Background: an optimization exercise with open tools, aiming at small area and a short achievable clock period. Do not read the settings as production practice.
In this exercise RTL edits were held to simulation tests only and were not proved equivalent to the original.

==> module mdu_ctrl, before the edit <==
module mdu_ctrl
(
    input  logic        clk,
    input  logic        reset,
    input  logic        start,
    input  logic [2:0]  op,
    input  logic        we,
    input  logic [31:0] in1,
    input  logic [31:0] in2,
    output logic        busy,
    output logic [31:0] hi,
    output logic [31:0] lo
);
    logic        busy_q;      
    logic        idle_q;      
    logic [3:0]  cnt_q;
    logic [31:0] hi_q, lo_q;
    logic        mul_q;       
    logic        sgn_q;       
    logic        sa_q;        
    logic        bp_q;        
    logic [31:0] a_q;         
    logic [36:0] x_q;         
    logic [31:0] d_q;         
    localparam int BLK = 11;
    localparam int F1  = 2;
    localparam int F2  = 10;
    localparam int F3  = 10;
    localparam int F4  = 10;
    logic [32:0] m;
    logic        sb;
    logic        first, last;
    logic [35:0] x1, s1;      
    logic [36:2] x2, s2;      
    logic [38:1] x3, s3;      
    logic [40:0] x4, s4;      
    logic        one1, one2, one3, one4;
    logic        two1, two2, two3, two4;
    logic        dv1, dv2, dv3, dv4;
    logic        neg1, neg2, neg3, neg4;
    logic        g1, g2, g3, g4;    
    logic        accept;
    logic        commit;
    logic [2:0]  hsel, lsel;      
    logic        div0;
    logic        nq, nr;
    logic [31:0] a_neg;
    logic [31:0] r_fix;
    logic [31:0] r_res;
    assign m     = {sgn_q & d_q[31], d_q};
    assign sb    = sgn_q & d_q[31];
    assign first = (cnt_q == 4'd0);
    assign last  = mul_q ? (cnt_q == 4'd4) : (cnt_q == 4'd9);
    function automatic logic [2:0] booth(input logic b2, input logic b1, input logic b0);
        booth = {b1 ^ b0, (b2 & ~b1 & ~b0) | (~b2 & b1 & b0), b2 & ~(b1 & b0)};
    endfunction
    assign x1 = {x_q[35:4], mul_q ? x_q[3:0] : a_q[31:28]};
    assign x2 = {s1[35], s1[35:2]};
    assign x3 = {{2{s2[36]}}, s2[36:2], s1[1]};
    assign x4 = {{2{s3[38]}}, s3[38:1], s1[0]};
    assign g1 = ~s1[35];
    assign g2 = ~s2[34];
    assign g3 = ~s3[33];
    assign g4 = ~s4[32];
    always_comb begin
        {one1, two1, dv1, neg1} = 4'b0000;
        {one2, two2, dv2, neg2} = 4'b0000;
        {one3, two3, dv3, neg3} = 4'b0000;
        {one4, two4, dv4, neg4} = 4'b0000;
        if (mul_q) begin
            if (last) begin
                one1 = ~sgn_q & bp_q;
            end else begin
                {one1, two1, neg1} = booth(a_q[1], a_q[0], bp_q);
                {one2, two2, neg2} = booth(a_q[3], a_q[2], a_q[1]);
                {one3, two3, neg3} = booth(a_q[5], a_q[4], a_q[3]);
                {one4, two4, neg4} = booth(a_q[7], a_q[6], a_q[5]);
            end
        end else begin
            if (last) begin
                one3 = x_q[36];
                neg3 = sb;
            end else begin
                dv1 = 1'b1; neg1 = ~x_q[36] ^ sb;
                dv2 = 1'b1; neg2 = g1 ^ sb;
                dv3 = 1'b1; neg3 = g2 ^ sb;
                dv4 = 1'b1; neg4 = g3 ^ sb;
            end
        end
    end
    mdu_arith #(.LO(0), .HI(35), .MOFF(0), .DOFF(3), .TOP(35), .F(F1), .BLK(BLK)) u_s1 (.x(x1), .m(m), .one(one1), .two(two1), .dv(dv1), .neg(neg1), .s(s1));
    mdu_arith #(.LO(2), .HI(36), .MOFF(2), .DOFF(2), .TOP(34), .F(F2), .BLK(BLK)) u_s2 (.x(x2), .m(m), .one(one2), .two(two2), .dv(dv2), .neg(neg2), .s(s2));
    mdu_arith #(.LO(1), .HI(38), .MOFF(4), .DOFF(1), .TOP(33), .F(F3), .BLK(BLK)) u_s3 (.x(x3), .m(m), .one(one3), .two(two3), .dv(dv3), .neg(neg3), .s(s3));
    mdu_arith #(.LO(0), .HI(40), .MOFF(6), .DOFF(0), .TOP(32), .F(F4), .BLK(BLK)) u_s4 (.x(x4), .m(m), .one(one4), .two(two4), .dv(dv4), .neg(neg4), .s(s4));
    function automatic logic [31:0] cneg(input logic [31:0] v, input logic n);
        logic t;
        t = 1'b0;
        for (int i = 0; i < 32; i++) begin
            cneg[i] = v[i] ^ t;
            t = t | (n & v[i]);
        end
    endfunction
    assign nq    = first ? (sgn_q & a_q[31]) : (!mul_q && (sa_q ^ sb));
    assign a_neg = cneg(a_q, nq);
    assign nr    = !mul_q && sa_q;
    assign r_fix = cneg(s3[35:4], nr);
    assign r_res = mul_q ? {s3[31:1], s1[0]} : r_fix;
    mdu_wdec u_wdec (
        .idle   (idle_q),
        .commit (commit),
        .start  (start),
        .op     (op),
        .we     (we),
        .hsel   (hsel),
        .lsel   (lsel)
    );
    assign accept = idle_q && start && (op[2] == 1'b0);
    assign div0   = !mul_q && (d_q == 32'd0);
    assign commit = !idle_q && last && !div0;
    always_ff @(posedge clk or posedge reset) begin
        if (reset) begin
            busy_q <= 1'b0;
            idle_q <= 1'b1;
            hi_q   <= 32'd0;
            lo_q   <= 32'd0;
        end else begin
            if (!idle_q) begin
                busy_q <= !last;
                idle_q <= last;
            end else begin
                busy_q <= accept;
                idle_q <= !accept;
            end
            hi_q <= ({32{hsel[2]}} & in1) | ({32{hsel[1]}} & r_res) | ({32{hsel[0]}} & hi_q);
            lo_q <= ({32{lsel[2]}} & in1) | ({32{lsel[1]}} & a_neg) | ({32{lsel[0]}} & lo_q);
        end
    end
    always_ff @(posedge clk) begin
        cnt_q <= idle_q ? 4'd0 : cnt_q + 4'd1;
    end
    always_ff @(posedge clk) begin
        if (idle_q) begin
            mul_q <= !op[1];
            sgn_q <= !op[0];
            bp_q  <= 1'b0;
            a_q   <= in1;
            x_q   <= 37'd0;
            d_q   <= in2;
        end else if (mul_q) begin
            bp_q <= a_q[7];
            a_q  <= {s4[7:0], a_q[31:8]};
            x_q  <= {{4{s4[40]}}, s4[40:8]};
        end else if (first) begin
            sa_q <= sgn_q & a_q[31];
            a_q  <= a_neg;
        end else begin
            a_q  <= {a_q[27:0], g1, g2, g3, g4};
            x_q  <= {s4[32:0], 4'd0};
        end
    end
    assign busy = busy_q;
    assign hi   = hi_q;
    assign lo   = lo_q;
endmodule
clock: 150.0 ns
lec_check: 0
abc_area: 1
cap_margin: 20
core_margin: 2
core_utilization: 40
slew_margin: 30
standard.sh (not shown) runs the stock make flow with config.mk's settings and CLKGATE_MAP_FILE= SYNTH_SCRIPT=/design/flow/synth_recipe.tcl, a recipe that flattens the netlist after the stock synthesis.
==> flow/flow/run.sh <==
#!/bin/bash
# The standard layout (standard.sh, the ORFS flow), with these changes:
#  - synthesis: ABC's area script is replaced by flow/abc_area.script (&nf
#    mapping, no ABC buffering; the placer buffers). The ORFS scripts folder
#    is mirrored here with links so that only abc_area.script differs.
#  - synthesis: module mdu_wdec (the MTHI/MTLO select decode of the control
#    inputs) is kept apart while ABC maps, so that this short path from the
#    inputs is mapped on its own; the netlist is flattened afterwards as usual.
#  - placement: every port still gets a buffer, the smallest plain one (buf_1).
#  - CTS: no dummy loads.
# Each tool's output is in standard.log and in orfs/logs.
set -e
mkdir -p scripts
for f in "$FLOW_HOME"/scripts/*; do ln -sf "$f" scripts/; done
rm -f scripts/abc_area.script
cp flow/abc_area.script scripts/abc_area.script
export BUFFER_PORTS_ARGS="-buffer_cell sky130_fd_sc_hd__buf_1"
bash standard.sh SCRIPTS_DIR="$PWD/scripts" SYNTH_KEEP_MODULES=mdu_wdec \
  CTS_ARGS="-sink_clustering_enable -repair_clock_nets -dont_use_dummy_load" \
  finish > standard.log 2>&1
==> flow/flow/abc_area.script <==
strash
&get -n
&dch
&nf -R 20
&put
topo
stime -c
upsize -c
dnsize -c
Then changed:
--- a/flow/design.v
+++ b/flow/design.v
@@ -135,5 +135,5 @@
         booth = {b1 ^ b0, (b2 & ~b1 & ~b0) | (~b2 & b1 & b0), b2 & ~(b1 & b0)};
     endfunction
-    assign x1 = {x_q[35:4], mul_q ? x_q[3:0] : a_q[31:28]};
+    assign x1 = {x_q[35:4], (mul_q || first) ? x_q[3:0] : a_q[31:28]};
     assign x2 = {s1[35], s1[35:2]};
     assign x3 = {{2{s2[36]}}, s2[36:2], s1[1]};
@@ -158,5 +158,6 @@
             end
         end else begin
-            if (last) begin
+            if (first) begin
+            end else if (last) begin
                 one3 = x_q[36];
                 neg3 = sb;
@@ -234,4 +235,5 @@
             sa_q <= sgn_q & a_q[31];
             a_q  <= a_neg;
+            x_q  <= {s4[32:0], 4'd0};
         end else begin
             a_q  <= {a_q[27:0], g1, g2, g3, g4};
Outcome:
- The changed run ran to the end with no violations
- core utilization hardly moves
- wire length decreases by 1.5%
- sequential cell count stays the same
- final area decreases by about 2.3%
- fmax hardly moves
- final cell count decreases by about 4%
- via count decreases by 4.8%
- synthesized cell count decreases by 4.9%
- worst setup slack loses 0.036 ns
- area after synthesis decreases by 2.3%
- hold slack gains 0.018 ns
- global-route usage increases by 0.69 points

-- static timing again, ports no longer ideal --
The flow's constraints put no driver on any port. The routed layouts listed below were extracted and timed again, unchanged, in two steps.
Step 1, drivers: a clkbuf_16 drives clk and a buf_2 each remaining input, both assumed.
Step 2 moves the port delays by t, midway between the first and last clock arrival at a register: inputs arrive t later, outputs are due t later. That takes back most of the time a late clock gives input paths.
a / b / c = no drivers / after step 1 / after step 2; a / b = the first two.
| run | t, ns | setup WS [ns] | clock arrival spread, ns |
|---|---|---|---|
| the first run | 0.494 | 118.932 / 118.876 / 118.549 | 0.037 / 0.037 |
| the second run | 0.499 | 118.896 / 118.921 / 118.433 | 0.019 / 0.020 |
After both steps setup and hold are still met in every run listed. For the second run, which loses most, drivers alone change the setup slack by +0.025 ns; drivers and shift together by -0.463 ns.
